From an optimization exercise on the open Yosys and OpenROAD flow, aimed at small area, a short achievable clock period and few clock cycles per item; shortcuts taken in it are not production practice.
No functional check of the RTL was part of this run.

===== flow/run.sh =====
#!/bin/bash
# synth_recipe.tcl (not shown) runs the flow's synth.tcl, then flattens the netlist and writes it again
# the make line also repeats each setting of config.mk as NAME=value (left out here)
make -C /OpenROAD-flow-scripts/flow DESIGN_CONFIG=/design/flow/config.mk WORK_HOME=/design/flow/orfs CLKGATE_MAP_FILE= SYNTH_SCRIPT=/design/flow/synth_recipe.tcl finish

===== flow/config.mk =====
export PLATFORM = sky130hd
export DESIGN_NAME = pointer_motion_scaler_unit
export DESIGN_NICKNAME = pointer_motion_scaler_unit
export VERILOG_FILES = /design/flow/design.v
export SDC_FILE = /design/flow/constraint.sdc
export NUM_CORES = 4
export LEC_CHECK = 0
export ABC_AREA = 1
export CAP_MARGIN = 20
export CORE_MARGIN = 2
export CORE_UTILIZATION = 40
export CTS_BUF_LIST = sky130_fd_sc_hd__clkbuf_8
export CTS_CLUSTER_SIZE = 30
export SETUP_SLACK_MARGIN = 5
export SLEW_MARGIN = 20

===== flow/constraint.sdc =====
create_clock -name core_clock -period 10.0 [get_ports {clk}]
set_input_delay 2.0000 -clock core_clock [delete_from_list [all_inputs] [get_ports {clk}]]
set_output_delay 2.0000 -clock core_clock [all_outputs]
set_load 0.01 [all_outputs]

===== flow/design.v =====
module pointer_motion_scaler_unit (
  input  logic               clk,
  input  logic               rst,
  input  logic               ev_valid,
  output logic               ev_ready,
  input  logic               ev_func,
  input  logic [2:0]         ev_event_kind,
  input  logic signed [15:0] ev_motion_value,
  input  logic               ev_sync_flag,
  input  logic [2:0]         ev_action,
  output logic               res_valid,
  input  logic               res_ready,
  output logic signed [15:0] res_scaled_value,
  output logic               res_keep_event
);
  function automatic logic [1:0] q0tab(input logic [6:0] x);
    case (x)
      7'd0: q0tab = 2'd1;
      7'd1: q0tab = 2'd1;
      7'd2: q0tab = 2'd0;
      7'd3: q0tab = 2'd0;
      7'd4: q0tab = 2'd0;
      7'd5: q0tab = 2'd0;
      7'd6: q0tab = 2'd2;
      7'd7: q0tab = 2'd2;
      7'd8: q0tab = 2'd1;
      7'd9: q0tab = 2'd1;
      7'd10: q0tab = 2'd0;
      7'd11: q0tab = 2'd0;
      7'd12: q0tab = 2'd0;
      7'd13: q0tab = 2'd0;
      7'd14: q0tab = 2'd0;
      7'd15: q0tab = 2'd2;
      7'd16: q0tab = 2'd1;
      7'd17: q0tab = 2'd0;
      7'd18: q0tab = 2'd0;
      7'd19: q0tab = 2'd0;
      7'd20: q0tab = 2'd0;
      7'd21: q0tab = 2'd0;
      7'd22: q0tab = 2'd0;
      7'd23: q0tab = 2'd2;
      7'd24: q0tab = 2'd1;
      7'd25: q0tab = 2'd0;
      7'd26: q0tab = 2'd0;
      7'd27: q0tab = 2'd0;
      7'd28: q0tab = 2'd0;
      7'd29: q0tab = 2'd0;
      7'd30: q0tab = 2'd0;
      7'd31: q0tab = 2'd0;
      7'd32: q0tab = 2'd1;
      7'd33: q0tab = 2'd0;
      7'd34: q0tab = 2'd0;
      7'd35: q0tab = 2'd0;
      7'd36: q0tab = 2'd0;
      7'd37: q0tab = 2'd0;
      7'd38: q0tab = 2'd0;
      7'd39: q0tab = 2'd0;
      7'd40: q0tab = 2'd1;
      7'd41: q0tab = 2'd0;
      7'd42: q0tab = 2'd0;
      7'd43: q0tab = 2'd0;
      7'd44: q0tab = 2'd0;
      7'd45: q0tab = 2'd0;
      7'd46: q0tab = 2'd0;
      7'd47: q0tab = 2'd0;
      7'd48: q0tab = 2'd1;
      7'd49: q0tab = 2'd0;
      7'd50: q0tab = 2'd0;
      7'd51: q0tab = 2'd0;
      7'd52: q0tab = 2'd0;
      7'd53: q0tab = 2'd0;
      7'd54: q0tab = 2'd0;
      7'd55: q0tab = 2'd0;
      7'd56: q0tab = 2'd1;
      7'd57: q0tab = 2'd0;
      7'd58: q0tab = 2'd0;
      7'd59: q0tab = 2'd0;
      7'd60: q0tab = 2'd0;
      7'd61: q0tab = 2'd0;
      7'd62: q0tab = 2'd0;
      7'd63: q0tab = 2'd0;
      7'd64: q0tab = 2'd1;
      7'd65: q0tab = 2'd1;
      7'd66: q0tab = 2'd1;
      7'd67: q0tab = 2'd1;
      7'd68: q0tab = 2'd2;
      7'd69: q0tab = 2'd2;
      7'd70: q0tab = 2'd2;
      7'd71: q0tab = 2'd2;
      7'd72: q0tab = 2'd1;
      7'd73: q0tab = 2'd1;
      7'd74: q0tab = 2'd1;
      7'd75: q0tab = 2'd0;
      7'd76: q0tab = 2'd0;
      7'd77: q0tab = 2'd2;
      7'd78: q0tab = 2'd2;
      7'd79: q0tab = 2'd2;
      7'd80: q0tab = 2'd1;
      7'd81: q0tab = 2'd1;
      7'd82: q0tab = 2'd1;
      7'd83: q0tab = 2'd0;
      7'd84: q0tab = 2'd0;
      7'd85: q0tab = 2'd0;
      7'd86: q0tab = 2'd2;
      7'd87: q0tab = 2'd2;
      7'd88: q0tab = 2'd1;
      7'd89: q0tab = 2'd1;
      7'd90: q0tab = 2'd1;
      7'd91: q0tab = 2'd0;
      7'd92: q0tab = 2'd0;
      7'd93: q0tab = 2'd0;
      7'd94: q0tab = 2'd2;
      7'd95: q0tab = 2'd2;
      7'd96: q0tab = 2'd1;
      7'd97: q0tab = 2'd1;
      7'd98: q0tab = 2'd0;
      7'd99: q0tab = 2'd0;
      7'd100: q0tab = 2'd0;
      7'd101: q0tab = 2'd0;
      7'd102: q0tab = 2'd2;
      7'd103: q0tab = 2'd2;
      7'd104: q0tab = 2'd1;
      7'd105: q0tab = 2'd0;
      7'd106: q0tab = 2'd0;
      7'd107: q0tab = 2'd0;
      7'd108: q0tab = 2'd0;
      7'd109: q0tab = 2'd0;
      7'd110: q0tab = 2'd0;
      7'd111: q0tab = 2'd2;
      7'd112: q0tab = 2'd1;
      7'd113: q0tab = 2'd0;
      7'd114: q0tab = 2'd0;
      7'd115: q0tab = 2'd0;
      7'd116: q0tab = 2'd0;
      7'd117: q0tab = 2'd0;
      7'd118: q0tab = 2'd0;
      7'd119: q0tab = 2'd0;
      7'd120: q0tab = 2'd1;
      7'd121: q0tab = 2'd0;
      7'd122: q0tab = 2'd0;
      7'd123: q0tab = 2'd0;
      7'd124: q0tab = 2'd0;
      7'd125: q0tab = 2'd0;
      7'd126: q0tab = 2'd0;
      7'd127: q0tab = 2'd0;
      default: q0tab = 2'd0;
    endcase
  endfunction
  function automatic logic [3:0] w0tab(input logic [6:0] x);
    case (x)
      7'd0: w0tab = 4'd0;
      7'd1: w0tab = 4'd0;
      7'd2: w0tab = 4'd0;
      7'd3: w0tab = 4'd0;
      7'd4: w0tab = 4'd0;
      7'd5: w0tab = 4'd0;
      7'd6: w0tab = 4'd0;
      7'd7: w0tab = 4'd0;
      7'd8: w0tab = 4'd0;
      7'd9: w0tab = 4'd0;
      7'd10: w0tab = 4'd0;
      7'd11: w0tab = 4'd0;
      7'd12: w0tab = 4'd0;
      7'd13: w0tab = 4'd0;
      7'd14: w0tab = 4'd0;
      7'd15: w0tab = 4'd0;
      7'd16: w0tab = 4'd0;
      7'd17: w0tab = 4'd0;
      7'd18: w0tab = 4'd0;
      7'd19: w0tab = 4'd0;
      7'd20: w0tab = 4'd0;
      7'd21: w0tab = 4'd0;
      7'd22: w0tab = 4'd0;
      7'd23: w0tab = 4'd0;
      7'd24: w0tab = 4'd0;
      7'd25: w0tab = 4'd0;
      7'd26: w0tab = 4'd0;
      7'd27: w0tab = 4'd0;
      7'd28: w0tab = 4'd0;
      7'd29: w0tab = 4'd0;
      7'd30: w0tab = 4'd0;
      7'd31: w0tab = 4'd0;
      7'd32: w0tab = 4'd0;
      7'd33: w0tab = 4'd0;
      7'd34: w0tab = 4'd0;
      7'd35: w0tab = 4'd0;
      7'd36: w0tab = 4'd5;
      7'd37: w0tab = 4'd5;
      7'd38: w0tab = 4'd5;
      7'd39: w0tab = 4'd5;
      7'd40: w0tab = 4'd10;
      7'd41: w0tab = 4'd10;
      7'd42: w0tab = 4'd10;
      7'd43: w0tab = 4'd10;
      7'd44: w0tab = 4'd15;
      7'd45: w0tab = 4'd15;
      7'd46: w0tab = 4'd15;
      7'd47: w0tab = 4'd15;
      7'd48: w0tab = 4'd4;
      7'd49: w0tab = 4'd4;
      7'd50: w0tab = 4'd4;
      7'd51: w0tab = 4'd4;
      7'd52: w0tab = 4'd0;
      7'd53: w0tab = 4'd0;
      7'd54: w0tab = 4'd0;
      7'd55: w0tab = 4'd0;
      7'd56: w0tab = 4'd0;
      7'd57: w0tab = 4'd0;
      7'd58: w0tab = 4'd0;
      7'd59: w0tab = 4'd0;
      7'd60: w0tab = 4'd0;
      7'd61: w0tab = 4'd0;
      7'd62: w0tab = 4'd0;
      7'd63: w0tab = 4'd0;
      7'd64: w0tab = 4'd0;
      7'd65: w0tab = 4'd0;
      7'd66: w0tab = 4'd0;
      7'd67: w0tab = 4'd0;
      7'd68: w0tab = 4'd3;
      7'd69: w0tab = 4'd3;
      7'd70: w0tab = 4'd3;
      7'd71: w0tab = 4'd3;
      7'd72: w0tab = 4'd6;
      7'd73: w0tab = 4'd6;
      7'd74: w0tab = 4'd6;
      7'd75: w0tab = 4'd6;
      7'd76: w0tab = 4'd9;
      7'd77: w0tab = 4'd9;
      7'd78: w0tab = 4'd9;
      7'd79: w0tab = 4'd9;
      7'd80: w0tab = 4'd12;
      7'd81: w0tab = 4'd12;
      7'd82: w0tab = 4'd12;
      7'd83: w0tab = 4'd12;
      7'd84: w0tab = 4'd0;
      7'd85: w0tab = 4'd0;
      7'd86: w0tab = 4'd0;
      7'd87: w0tab = 4'd0;
      7'd88: w0tab = 4'd0;
      7'd89: w0tab = 4'd0;
      7'd90: w0tab = 4'd0;
      7'd91: w0tab = 4'd0;
      7'd92: w0tab = 4'd0;
      7'd93: w0tab = 4'd0;
      7'd94: w0tab = 4'd0;
      7'd95: w0tab = 4'd0;
      7'd96: w0tab = 4'd0;
      7'd97: w0tab = 4'd0;
      7'd98: w0tab = 4'd1;
      7'd99: w0tab = 4'd2;
      7'd100: w0tab = 4'd3;
      7'd101: w0tab = 4'd3;
      7'd102: w0tab = 4'd4;
      7'd103: w0tab = 4'd5;
      7'd104: w0tab = 4'd6;
      7'd105: w0tab = 4'd6;
      7'd106: w0tab = 4'd7;
      7'd107: w0tab = 4'd8;
      7'd108: w0tab = 4'd9;
      7'd109: w0tab = 4'd9;
      7'd110: w0tab = 4'd10;
      7'd111: w0tab = 4'd11;
      7'd112: w0tab = 4'd12;
      7'd113: w0tab = 4'd12;
      7'd114: w0tab = 4'd13;
      7'd115: w0tab = 4'd14;
      7'd116: w0tab = 4'd0;
      7'd117: w0tab = 4'd0;
      7'd118: w0tab = 4'd0;
      7'd119: w0tab = 4'd0;
      7'd120: w0tab = 4'd0;
      7'd121: w0tab = 4'd0;
      7'd122: w0tab = 4'd0;
      7'd123: w0tab = 4'd0;
      7'd124: w0tab = 4'd0;
      7'd125: w0tab = 4'd0;
      7'd126: w0tab = 4'd0;
      7'd127: w0tab = 4'd0;
      default: w0tab = 4'd0;
    endcase
  endfunction
  function automatic logic [2:0] oh3t(input logic [3:0] x);
    case (x)
      4'd0: oh3t = 3'd1;
      4'd1: oh3t = 3'd2;
      4'd2: oh3t = 3'd4;
      4'd3: oh3t = 3'd1;
      4'd4: oh3t = 3'd2;
      4'd5: oh3t = 3'd4;
      4'd6: oh3t = 3'd1;
      4'd7: oh3t = 3'd2;
      4'd8: oh3t = 3'd4;
      4'd9: oh3t = 3'd1;
      4'd10: oh3t = 3'd2;
      4'd11: oh3t = 3'd4;
      4'd12: oh3t = 3'd1;
      4'd13: oh3t = 3'd2;
      4'd14: oh3t = 3'd4;
      4'd15: oh3t = 3'd1;
      default: oh3t = 3'd0;
    endcase
  endfunction
  function automatic logic [4:0] oh5t(input logic [4:0] x);
    case (x)
      5'd0: oh5t = 5'd1;
      5'd1: oh5t = 5'd2;
      5'd2: oh5t = 5'd4;
      5'd3: oh5t = 5'd8;
      5'd4: oh5t = 5'd16;
      5'd5: oh5t = 5'd1;
      5'd6: oh5t = 5'd2;
      5'd7: oh5t = 5'd4;
      5'd8: oh5t = 5'd8;
      5'd9: oh5t = 5'd16;
      5'd10: oh5t = 5'd1;
      5'd11: oh5t = 5'd2;
      5'd12: oh5t = 5'd4;
      5'd13: oh5t = 5'd8;
      5'd14: oh5t = 5'd16;
      5'd15: oh5t = 5'd1;
      5'd16: oh5t = 5'd2;
      5'd17: oh5t = 5'd4;
      5'd18: oh5t = 5'd8;
      5'd19: oh5t = 5'd16;
      5'd20: oh5t = 5'd1;
      5'd21: oh5t = 5'd2;
      5'd22: oh5t = 5'd4;
      5'd23: oh5t = 5'd8;
      5'd24: oh5t = 5'd16;
      5'd25: oh5t = 5'd1;
      5'd26: oh5t = 5'd2;
      5'd27: oh5t = 5'd4;
      5'd28: oh5t = 5'd8;
      5'd29: oh5t = 5'd16;
      5'd30: oh5t = 5'd1;
      5'd31: oh5t = 5'd2;
      default: oh5t = 5'd0;
    endcase
  endfunction
  function automatic logic [7:0] m15(input logic [5:0] x);
    m15[0] = x == 6'd0 || x == 6'd3 || x == 6'd6 || x == 6'd9 || x == 6'd12 || x == 6'd15 || x == 6'd18 || x == 6'd21 || x == 6'd24 || x == 6'd27 || x == 6'd30 || x == 6'd33 || x == 6'd36 || x == 6'd39 || x == 6'd42 || x == 6'd45 || x == 6'd48 || x == 6'd51 || x == 6'd54 || x == 6'd57 || x == 6'd60 || x == 6'd63;
    m15[1] = x == 6'd1 || x == 6'd4 || x == 6'd7 || x == 6'd10 || x == 6'd13 || x == 6'd16 || x == 6'd19 || x == 6'd22 || x == 6'd25 || x == 6'd28 || x == 6'd31 || x == 6'd34 || x == 6'd37 || x == 6'd40 || x == 6'd43 || x == 6'd46 || x == 6'd49 || x == 6'd52 || x == 6'd55 || x == 6'd58 || x == 6'd61;
    m15[2] = x == 6'd2 || x == 6'd5 || x == 6'd8 || x == 6'd11 || x == 6'd14 || x == 6'd17 || x == 6'd20 || x == 6'd23 || x == 6'd26 || x == 6'd29 || x == 6'd32 || x == 6'd35 || x == 6'd38 || x == 6'd41 || x == 6'd44 || x == 6'd47 || x == 6'd50 || x == 6'd53 || x == 6'd56 || x == 6'd59 || x == 6'd62;
    m15[3] = x == 6'd0 || x == 6'd5 || x == 6'd10 || x == 6'd15 || x == 6'd20 || x == 6'd25 || x == 6'd30 || x == 6'd35 || x == 6'd40 || x == 6'd45 || x == 6'd50 || x == 6'd55 || x == 6'd60;
    m15[4] = x == 6'd1 || x == 6'd6 || x == 6'd11 || x == 6'd16 || x == 6'd21 || x == 6'd26 || x == 6'd31 || x == 6'd36 || x == 6'd41 || x == 6'd46 || x == 6'd51 || x == 6'd56 || x == 6'd61;
    m15[5] = x == 6'd2 || x == 6'd7 || x == 6'd12 || x == 6'd17 || x == 6'd22 || x == 6'd27 || x == 6'd32 || x == 6'd37 || x == 6'd42 || x == 6'd47 || x == 6'd52 || x == 6'd57 || x == 6'd62;
    m15[6] = x == 6'd3 || x == 6'd8 || x == 6'd13 || x == 6'd18 || x == 6'd23 || x == 6'd28 || x == 6'd33 || x == 6'd38 || x == 6'd43 || x == 6'd48 || x == 6'd53 || x == 6'd58 || x == 6'd63;
    m15[7] = x == 6'd4 || x == 6'd9 || x == 6'd14 || x == 6'd19 || x == 6'd24 || x == 6'd29 || x == 6'd34 || x == 6'd39 || x == 6'd44 || x == 6'd49 || x == 6'd54 || x == 6'd59;
  endfunction
  function automatic logic [2:0] oh3d(input logic [1:0] x);    
    oh3d = {x == 2'd2, x == 2'd1, x == 2'd0 || x == 2'd3};
  endfunction
  function automatic logic [2:0] add3oh(input logic [2:0] a, input logic [2:0] b);
    add3oh[0] = (a[0] & b[0]) | (a[1] & b[2]) | (a[2] & b[1]);
    add3oh[1] = (a[0] & b[1]) | (a[1] & b[0]) | (a[2] & b[2]);
    add3oh[2] = (a[0] & b[2]) | (a[2] & b[0]) | (a[1] & b[1]);
  endfunction
  function automatic logic [4:0] oh5n(input logic [3:0] x);    
    oh5n[0] = x == 4'd0 || x == 4'd5 || x == 4'd10 || x == 4'd15;
    oh5n[1] = x == 4'd1 || x == 4'd6 || x == 4'd11;
    oh5n[2] = x == 4'd2 || x == 4'd7 || x == 4'd12;
    oh5n[3] = x == 4'd3 || x == 4'd8 || x == 4'd13;
    oh5n[4] = x == 4'd4 || x == 4'd9 || x == 4'd14;
  endfunction
  function automatic logic [4:0] add5oh(input logic [4:0] a, input logic [4:0] b);
    for (int j = 0; j < 5; j++) begin
      add5oh[j] = 1'b0;
      for (int i = 0; i < 5; i++) add5oh[j] = add5oh[j] | (a[i] & b[(j - i + 5) % 5]);
    end
  endfunction
  logic [2:0]  mouse_level, scroll_level;
  logic        inv_h, inv_v;
  logic [1:0]  clow0, clow1, clow2, clow3;
  logic [2:0]  cdig2, cdig3;    
  logic        csgn0, csgn1, csgn2, csgn3;
  localparam logic [1:0] D1 = 2'd0, D3 = 2'd1, D5 = 2'd2, D20 = 2'd3;
  logic               r_valid, r_evt, r_kf, r_scale, r_sig, r_q0z, r_q0m1;
  logic [5:0]         r_ns;
  logic [3:0]         r_msel;   
  logic               r_lneg;   
  logic               r_clrm, r_clrs;
  logic [1:0]         r_axis, r_k, r_dcl;
  logic signed [15:0] r_v;
  logic              m_valid;
  logic [17:0]       m_a1;
  logic [6:0]        m_h;
  logic              m_d1, m_sig, m_kf;
  logic              o_valid;
  logic signed [15:0] o_value;
  logic              o_keep;
  logic o_free, r_adv, r_ld, accept, accept1;
  logic full_m, full_r, full_p;
  logic o_valid_d, m_valid_d, r_valid_d;
  assign o_free   = res_ready || !o_valid;
  assign r_adv    = res_ready || !full_m;
  assign ev_ready = res_ready || !full_p;
  assign r_ld     = res_ready || !full_r;
  assign accept   = ev_valid && ev_ready;
  always_comb begin
    r_valid_d = r_ld ? accept : r_valid;
    m_valid_d = r_adv ? (r_valid && r_evt) : m_valid;
    o_valid_d = o_free ? m_valid : o_valid;
  end
  always_ff @(posedge clk) begin
    if (rst) begin
      full_m <= 1'b0;
      full_r <= 1'b0;
      full_p <= 1'b0;
    end else begin
      full_m <= o_valid_d && m_valid_d;
      full_r <= o_valid_d && m_valid_d && r_valid_d;
      full_p <= m_valid_d;
    end
  end
  assign accept1  = r_valid && r_adv;
  logic       scale0, wheel0, sig0;
  logic [3:0] code;
  logic [1:0] k0, dcl0;
  logic [3:0] msel0;
  logic       lneg0;
  logic [1:0] qt;
  always_comb begin
    scale0 = !ev_event_kind[2];
    wheel0 = scale0 && ev_event_kind[1];
    sig0   = wheel0 && (ev_event_kind[0] ? inv_v : inv_h);
    if (!scale0)      code = 4'd2;
    else if (!wheel0) code = {1'b0, mouse_level};
    else              code = {1'b1, scroll_level};
    case (code)
      4'd0:    begin k0 = 2'd1; dcl0 = D1;  msel0 = 4'd1;  lneg0 = 1'b0; end  
      4'd1:    begin k0 = 2'd2; dcl0 = D1;  msel0 = 4'd2;  lneg0 = 1'b1; end  
      4'd2:    begin k0 = 2'd0; dcl0 = D1;  msel0 = 4'd3;  lneg0 = 1'b0; end  
      4'd3:    begin k0 = 2'd2; dcl0 = D1;  msel0 = 4'd4;  lneg0 = 1'b0; end  
      4'd4:    begin k0 = 2'd1; dcl0 = D1;  msel0 = 4'd5;  lneg0 = 1'b0; end  
      4'd5:    begin k0 = 2'd2; dcl0 = D1;  msel0 = 4'd6;  lneg0 = 1'b1; end  
      4'd8:    begin k0 = 2'd2; dcl0 = D1;  msel0 = 4'd0;  lneg0 = 1'b0; end  
      4'd9:    begin k0 = 2'd0; dcl0 = D3;  msel0 = 4'd9;  lneg0 = 1'b0; end  
      4'd10:   begin k0 = 2'd2; dcl0 = D20; msel0 = 4'd10; lneg0 = 1'b1; end  
      4'd11:   begin k0 = 2'd0; dcl0 = D5;  msel0 = 4'd11; lneg0 = 1'b0; end  
      4'd12:   begin k0 = 2'd1; dcl0 = D1;  msel0 = 4'd1;  lneg0 = 1'b0; end  
      4'd13:   begin k0 = 2'd0; dcl0 = D1;  msel0 = 4'd3;  lneg0 = 1'b0; end  
      4'd15:   begin k0 = 2'd0; dcl0 = D1;  msel0 = 4'd8;  lneg0 = 1'b0; end  
      default: begin k0 = 2'd0; dcl0 = D1;  msel0 = 4'd7;  lneg0 = 1'b0; end  
    endcase
    qt = q0tab({code, ev_motion_value[2:0]});
  end
  logic [5:0] ns0;
  assign ns0 = 6'(ev_motion_value[3:0]) + 6'(ev_motion_value[7:4]) + 6'(ev_motion_value[11:8]) +
               6'(ev_motion_value[14:12]) + 6'({3{ev_motion_value[15]}});
  always_ff @(posedge clk) begin
    if (rst) begin
      mouse_level  <= 3'd4;
      scroll_level <= 3'd2;
      inv_h        <= 1'b0;
      inv_v        <= 1'b0;
    end else if (accept && ev_func) begin
      case (ev_action)
        3'd0: inv_v <= !inv_v;
        3'd1: inv_h <= !inv_h;
        3'd2: if (mouse_level != 3'd6) mouse_level <= mouse_level + 3'd1;
        3'd3: if (mouse_level != 3'd0) mouse_level <= mouse_level - 3'd1;
        3'd4: if (scroll_level != 3'd7) scroll_level <= scroll_level + 3'd1;
        3'd5: if (scroll_level != 3'd0) scroll_level <= scroll_level - 3'd1;
        default: ;
      endcase
    end
  end
  always_ff @(posedge clk) begin
    if (rst) r_valid <= 1'b0;
    else if (r_ld) r_valid <= accept;
    if (r_ld) begin
      r_evt   <= !ev_func;
      r_clrm  <= ev_func && (ev_action == 3'd2 || ev_action == 3'd3);
      r_clrs  <= ev_func && (ev_action == 3'd4 || ev_action == 3'd5);
      r_kf    <= !scale0 || ev_sync_flag;
      r_scale <= scale0;
      r_sig   <= sig0;
      r_axis  <= ev_event_kind[1:0];
      r_k     <= k0;
      r_dcl   <= dcl0;
      r_msel  <= msel0;
      r_lneg  <= lneg0;
      r_ns    <= ns0;
      r_q0z   <= (ev_motion_value[15:3] == 13'd0) && qt[0];
      r_q0m1  <= (ev_motion_value[15:3] == {13{1'b1}}) && qt[1];
      r_v     <= ev_motion_value;
    end
  end
  logic signed [15:0] v;
  logic [1:0]  k, dcl;
  logic        chain, sig, nu;
  assign v     = r_v;
  assign k     = r_k;
  assign dcl   = r_dcl;
  assign chain = (dcl != D1);
  assign sig   = r_sig;
  assign nu    = sig ^ chain;
  logic signed [21:0] vx, x1, x2, x3, prod;
  logic [17:0] z;
  assign vx = 22'(v);
  always_comb begin
    x1 = vx; x2 = '0; x3 = '0;
    case (r_msel)
      4'd0:  ;                                           
      4'd1:  x1 = vx <<< 1;                              
      4'd2:  x2 = vx <<< 1;                              
      4'd3:  x1 = vx <<< 2;                              
      4'd4:  x2 = vx <<< 2;                              
      4'd5:  begin x1 = vx <<< 1; x2 = vx <<< 2; end     
      4'd6:  begin x1 = vx <<< 3; x2 = ~vx; end          
      4'd7:  x1 = vx <<< 3;                              
      4'd8:  begin x1 = vx <<< 2; x2 = vx <<< 3; end     
      4'd9:  begin x1 = vx <<< 2; x3 = vx <<< 4; end     
      4'd10: begin x2 = vx <<< 2; x3 = vx <<< 4; end     
      default: begin x1 = vx <<< 3; x3 = vx <<< 4; end   
    endcase
    prod = x1 + x2 + x3 + 22'(r_msel == 4'd6);
    z    = prod[19:2];
  end
  logic [4:0] r, u5;
  logic [2:0] rb;
  logic [1:0] low, l;
  logic [7:0] m15v;
  logic [2:0] r_v3;
  logic [4:0] r_v5;
  always_comb begin
    m15v = '0;
    r_v3 = oh3t(4'(r_ns[1:0]) + 4'(r_ns[3:2]) + 4'(r_ns[5:4]));
    r_v5 = oh5t(5'(r_ns[3:0]) + 5'(r_ns[5:4]));
    u5 = {r_v5[3], r_v5[1], r_v5[4], r_v5[2], r_v5[0]};    
    case (dcl)
      D3:  r = {2'b00, r_v3};
      D5:  r = {r_v5[2], r_v5[4], r_v5[1], r_v5[3], r_v5[0]};    
      D20: case (l)                                               
             2'd0:    r = u5;
             2'd1:    r = {u5[3:0], u5[4]};
             2'd2:    r = {u5[2:0], u5[4:3]};
             default: r = {u5[1:0], u5[4:2]};
           endcase
      default: r = 5'b00001;
    endcase
  end
  assign rb  = {r[4], r[3] | r[2], r[3] | r[1]};
  assign low = r_lneg ? {v[1] ^ v[0], v[0]} : v[1:0];
  assign l   = {v[1] ^ v[0], v[0]};
  logic q0z, q0m1, q0m2;
  assign q0z  = r_q0z;
  assign q0m1 = r_q0m1;
  assign q0m2 = v[15] && !r_q0m1;
  logic [1:0] clow;
  logic [4:0] cdig;
  logic       csgn;
  logic [2:0] ls;
  logic [1:0] nlow;
  logic       k1;
  logic [4:0] cd5, s5;
  logic [2:0] cd3, s3;
  logic [4:0] ndig;
  logic [2:0] ndigb;
  logic       w5, w3, wrap, nz, nneg, nsg;
  always_comb begin
    case (r_axis)
      2'd0:    begin clow = clow0; cdig = 5'b00001; csgn = csgn0; end
      2'd1:    begin clow = clow1; cdig = 5'b00001; csgn = csgn1; end
      2'd2:    begin clow = clow2; cdig = 5'b00001 << cdig2; csgn = csgn2; end
      default: begin clow = clow3; cdig = 5'b00001 << cdig3; csgn = csgn3; end
    endcase
    ls = 3'(low) + 3'(clow);
    case (k)
      2'd1:    begin k1 = low[0] & clow[0]; nlow = {1'b0, low[0] ^ clow[0]}; end
      2'd2:    begin k1 = ls[2]; nlow = ls[1:0]; end
      default: begin k1 = 1'b0;  nlow = 2'd0; end
    endcase
    cd5 = k1 ? {cdig[3:0], cdig[4]} : cdig;
    s5  = add5oh(r, cd5);
    w5  = (k1 & cdig[4]);
    for (int i = 0; i < 5; i++)
      for (int m = 0; m < 5; m++)
        if (i + m >= 5) w5 = w5 | (r[i] & cd5[m]);
    cd3 = k1 ? {cdig[1:0], cdig[2]} : cdig[2:0];
    s3  = add3oh(r[2:0], cd3);
    w3  = (k1 & cdig[2]) | (r[1] & cd3[2]) | (r[2] & cd3[1]) | (r[2] & cd3[2]);
    case (dcl)
      D3:      begin ndig = {2'b00, s3}; wrap = w3; end
      D5, D20: begin ndig = s5;          wrap = w5; end
      default: begin ndig = 5'b00001;    wrap = k1; end
    endcase
    ndigb = {ndig[4], ndig[3] | ndig[2], ndig[3] | ndig[1]};
    nz   = (nlow != 2'd0) || !ndig[0];
    nneg = q0m2 || (q0m1 && !(wrap && !csgn)) || (q0z && csgn && !wrap);
    nsg  = nneg && nz;
  end
  logic [3:0] w0n;
  logic [5:0] st;
  logic       am1, ap1, ap2;
  always_comb begin
    w0n = w0tab({dcl, rb, l});
    am1 = r_scale && !wrap && csgn && !nsg;
    ap2 = r_scale && wrap && !csgn && nsg;
    ap1 = r_scale && ((wrap || nsg) && !csgn && !ap2 || (wrap && csgn && nsg));
    case ({chain, nu})
      2'b00:   st = am1 ? -6'sd1  : ap1 ?  6'sd1  : ap2 ?  6'sd2  : 6'sd0;
      2'b01:   st = am1 ?  6'sd1  : ap1 ? -6'sd1  : ap2 ? -6'sd2  : 6'sd0;
      2'b10:   st = am1 ? -6'sd15 : ap1 ?  6'sd15 : ap2 ?  6'sd30 : 6'sd0;
      default: st = am1 ?  6'sd15 : ap1 ? -6'sd15 : ap2 ? -6'sd30 : 6'sd0;
    endcase
  end
  always_ff @(posedge clk) begin
    if (rst) begin
      clow0 <= '0; clow1 <= '0; clow2 <= '0; clow3 <= '0;
      cdig2 <= 3'd0; cdig3 <= 3'd0;
      csgn0 <= 1'b0; csgn1 <= 1'b0; csgn2 <= 1'b0; csgn3 <= 1'b0;
    end else if (accept1) begin
      if (r_clrm) begin
        clow0 <= '0; clow1 <= '0; csgn0 <= 1'b0; csgn1 <= 1'b0;
      end
      if (r_clrs) begin
        clow2 <= '0; clow3 <= '0; csgn2 <= 1'b0; csgn3 <= 1'b0;
        cdig2 <= 3'd0; cdig3 <= 3'd0;
      end
      if (r_evt && r_scale) begin
        case (r_axis)
          2'd0: begin clow0 <= nlow; csgn0 <= nsg; end
          2'd1: begin clow1 <= nlow; csgn1 <= nsg; end
          2'd2: begin clow2 <= nlow; cdig2 <= ndigb; csgn2 <= nsg; end
          default: begin clow3 <= nlow; cdig3 <= ndigb; csgn3 <= nsg; end
        endcase
      end
    end
  end
  always_ff @(posedge clk) begin
    if (rst) m_valid <= 1'b0;
    else if (r_adv) m_valid <= r_valid && r_evt;
    if (r_adv) begin
      m_a1   <= z ^ {18{nu}};
      m_h    <= r_scale ? {st[5], st} + ({3'b000, w0n} ^ {7{!nu}}) + 7'd1 : 7'd0;
      m_d1   <= !chain;
      m_sig  <= sig;
      m_kf   <= r_kf;
    end
  end
  logic [17:0] sa;
  logic [14:0] sb;
  logic signed [15:0] ys;
  always_comb begin
    sa = m_a1 + {{11{m_h[6]}}, m_h};
    sb = sa[14:0] + (sa[14:0] << 4);
    if (!sa[17] && sa[16:15] != 2'b00)       ys = 16'sh7fff;
    else if (sa[17] && sa[16:15] != 2'b11)   ys = m_sig ? 16'sh8001 : 16'sh8000;
    else if (m_sig && sa[15:0] == 16'h8000)  ys = 16'sh8001;
    else                                     ys = sa[15:0];
  end
  logic [14:0] sc;
  logic signed [15:0] yc;
  logic        yz;
  always_comb begin
    sc = sb + (sb << 8);
    yc = m_d1 ? ys : {sc[14], sc};
    yz = (sa[14:0] == 15'd0) && (!m_d1 || sa[17:15] == 3'd0);
  end
  always_ff @(posedge clk) begin
    if (rst) o_valid <= 1'b0;
    else if (o_free) o_valid <= m_valid;
    if (o_free) begin
      o_value <= yc;
      o_keep  <= m_kf || !yz;
    end
  end
  assign res_valid        = o_valid;
  assign res_scaled_value = o_value;
  assign res_keep_event   = o_keep;
endmodule

==> results.toml <==
[grt]
antenna_found_initial = 1
grt_first_pass_wirelength_um = 45840
gr-total-overflow = 0
grt_max_degree = 43
grt_pass1_vias = 9375
grt_usage = 0.1957

[clock_network]
clk_latency_ns = 0.45
root_buffer = "clkbuf_8"
cts_max_level = 4
numCtsBuffers = 17
cts_buffer_depth = 2
cts_hold_buf = 0
cts_tree = "yes"
clock-sinks = 117
clk_pin_slew_ns = 0.09

[drt]
drc = 0
drtIter0Drc = 750
routed_wl_um = 28310
avgRoutedWirePerCell_um = 14.64
via_per_inst = 5.197
ant_nets = 0
vias = 10045
first_pass_iters = 5

[logic_synthesis]
synthArstFlopShare = 0
synth.avg_cell_area_sq_um = 7.624
synth_edf_count = 86
synth_nets = 1616
ys.flop_type = "edfxtp_1"
netlist_area_sq_mm = 0.01109
syn-instance-count = 1454
yosysSeqAreaShare = 0.2889
yosysWarnings = 1
yosys.cell_types.count = 52
synth.ff_latch_count = 117

[critical_path]
endpoint_kind = "output pin"
path_max_fanout = 5
worstSetupStartpointType = "input pin"
crit_required_ns = 8.00
worstSetupPathType = "in2out"
arrival_ns = 2.90

[sta]
finalMaxSlewViolations = 0
max_freq_mhz = 204.3
rsz0062_at_grt = "yes"
setup_viol = 0
hold_viol = 0
fin_crit_sh = 0.4895
tightest_slew_ns = 0.8752
finalSetupTns_ns = 0
skew_ns = 0.02364
period_needed_ns = 4.895
max-slew-margin-rel = 0.4144
setup_ws_ns = 5.105

[cells_and_area]
finalNetCount = 1710
multi_input_area_sq_mm = 0.007295
antenna_cells = 0
area_growth_pct = 18.94
finalNonFillerCells = 1933
utilization = 0.4865
drive_gt1_frac = 0.1332
n_fill_cell = 2671
ff_latch_area_sq_mm = 0.003203

[placed_design]
placed_cells = 1849
portBuffers = 46
dp_slack_ns = 4.559
dp_hpwl_um = 21440
gp_congestion = 0.9316

[floorplanning]
rows = 60
die_h_um = 170.5
core_sq_mm = 0.02710
dieArea_sq_mm = 0.02906
start_util = 0.4090
ios = 47
die_w_um = 170.5

[run_status]
outcome = "timing/DRC/antenna clean"

[min_path]
hold_class = "reg2reg"

[run]
maxCapViolCount = 0
==> registers in the layout, summed over array words and instances (netlist names), 3 cells and up <==
name	flops
r_ns	6
m_a1	18
r_v	16
o_value	16
cdig3	3
r_msel	4
scroll_level	3
mouse_level	3
cdig2	3
m_h	7
==> synthesized netlist by cell type (5+ instances only) <==
cell	n	area, sq um
a31oi_1	7	43.79
dfxtp_1	31	620.6
nor2_1	95	356.6
clkbuf_1	17	63.81
a221oi_1	15	131.4
o21ai_1	11	55.05
edfxtp_1	86	2582
a21oi_1	106	530.5
xor2_1	51	446.7
nand4_1	11	68.82
o21bai_1	5	37.54
nand2_2	12	75.07
inv_2	5	18.77
nand3_1	75	375.4
a22oi_1	18	135.1
inv_1	231	867.1
ha_1	99	1239
nand2_1	289	1085
xnor2_1	26	227.7
buf_1	6	22.52
nor3_1	15	75.07
o22ai_1	24	150.1
nor4_1	7	43.79
o21ai_2	5	43.79
o21ai_0	94	470.5
fa_1	35	700.7
o211ai_1	13	97.59
or2_2	6	37.54
==> critical path, stage by stage <==
cell             delay (ns)
clkdlybuf4s50_1        0.41
inv_2                  0.11
nand2_1                0.09
dlygate4sd2_1          0.29
==> cells in the final DEF, fill, tap and decap left out, drive strengths merged, types with 4 or more instances in the layout <==
cell           count
a221oi            15
o2111ai            4
clkdlybuf4s50     44
o221ai             4
a21o               4
o21bai             5
nor4               7
inv              246
a21oi            108
nand4             11
clkinv             5
a21boi             5
o31ai              4
o21ai            110
nand3             79
ha                99
xor2              51
xnor2             26
a22oi             18
buf               56
dfxtp             31
edfxtp            86
nor3              15
nand2            305
or2                6
fa                35
clkbuf            17
nor2             101
a31oi              7
o22ai             24
o211ai            13
==> logic make-up after synthesis <==
group / share of synthesized area
xor+xnor: 0.06084
flops: 0.2889
buf+inv: 0.09131
fa+ha+maj: 0.1749
simple gates: 0.2064
compound gates: 0.1775
==> per-layer routing <==
metal | GRT usage | part of all wire | wire, um | vias up
li1 | - | - | - | 5087
met1 | 0.2576 | 0.45 | 12670 | 4636
met2 | 0.3305 | 0.48 | 13720 | 282
met3 | 0.02349 | 0.041 | 1149 | 40
met4 | 0.07172 | 0.027 | 769 | 0
met5 | 0 | 0 | 0 | -
==> final timing paths <==
| path | startpoint | endpoint | slack [ns] | cells after the start |
|---|---|---|---|---|
| max | res_ready | ev_ready | 5.10 | 4 |
| min | inv_h$_SDFFE_PP0P_ | inv_h$_SDFFE_PP0P_ | 0.45 | 1 |
| max reg2reg | m_h[0]$_SDFFCE_PN0N_ | o_value[14]$_DFFE_PN_ | 5.12 | 25 |
| min reg2reg | inv_h$_SDFFE_PP0P_ | inv_h$_SDFFE_PP0P_ | 0.45 | 1 |
==> per-stage QoR <==
step	hold WS, ns	instance area [sq um]
final	0.4536	13190
after CTS	0.4540	12510
after global routing	0.4708	13190
after detailed placement	0.4394	11940
after global placement	0.4391	11930
after floorplan	0.4003	11090
==> final cells by class <==
cell class | instances | share of cell area
well taps | 372 | 0.03530
flip-flops and latches | 117 | 0.2429
repair buffers | 102 | 0.06719
multi-input cells | 1070 | 0.5532
clock inverters | 15 | 0.01433
clock buffers | 17 | 0.01775
inverters | 240 | 0.06927
==> what timing repair did <==
action                                  in CTS  in global routing
endpoints found under the setup margin      10                 12
pin swaps                                    4                 51
gates resized for setup                     22                 93
setup buffers                                9                 43

what the ideal ports hide:
Ports are ideal in the flow. The routed layout listed here was re-timed in OpenROAD.
Step 1 sets driving cells, clkbuf_16 on the clock port and buf_2 on the other inputs (assumed; they add their load-dependent delay and slew).
Step 2 moves the port delays by t, midway between the first and last clock arrival at a register: inputs arrive t later, outputs are due t later. That takes back most of the time a late clock gives input paths.
Slacks: ideal ports / drivers / drivers and shift; pairs: ideal ports / drivers.
t, ns: 0.480
setup slack, ns: 5.105 / 5.083 / 4.705
worst setup path after step 2: input to register
After both steps setup and hold are still met in this run. For this run, drivers alone change the setup slack by -0.022 ns; drivers and shift together by -0.400 ns.
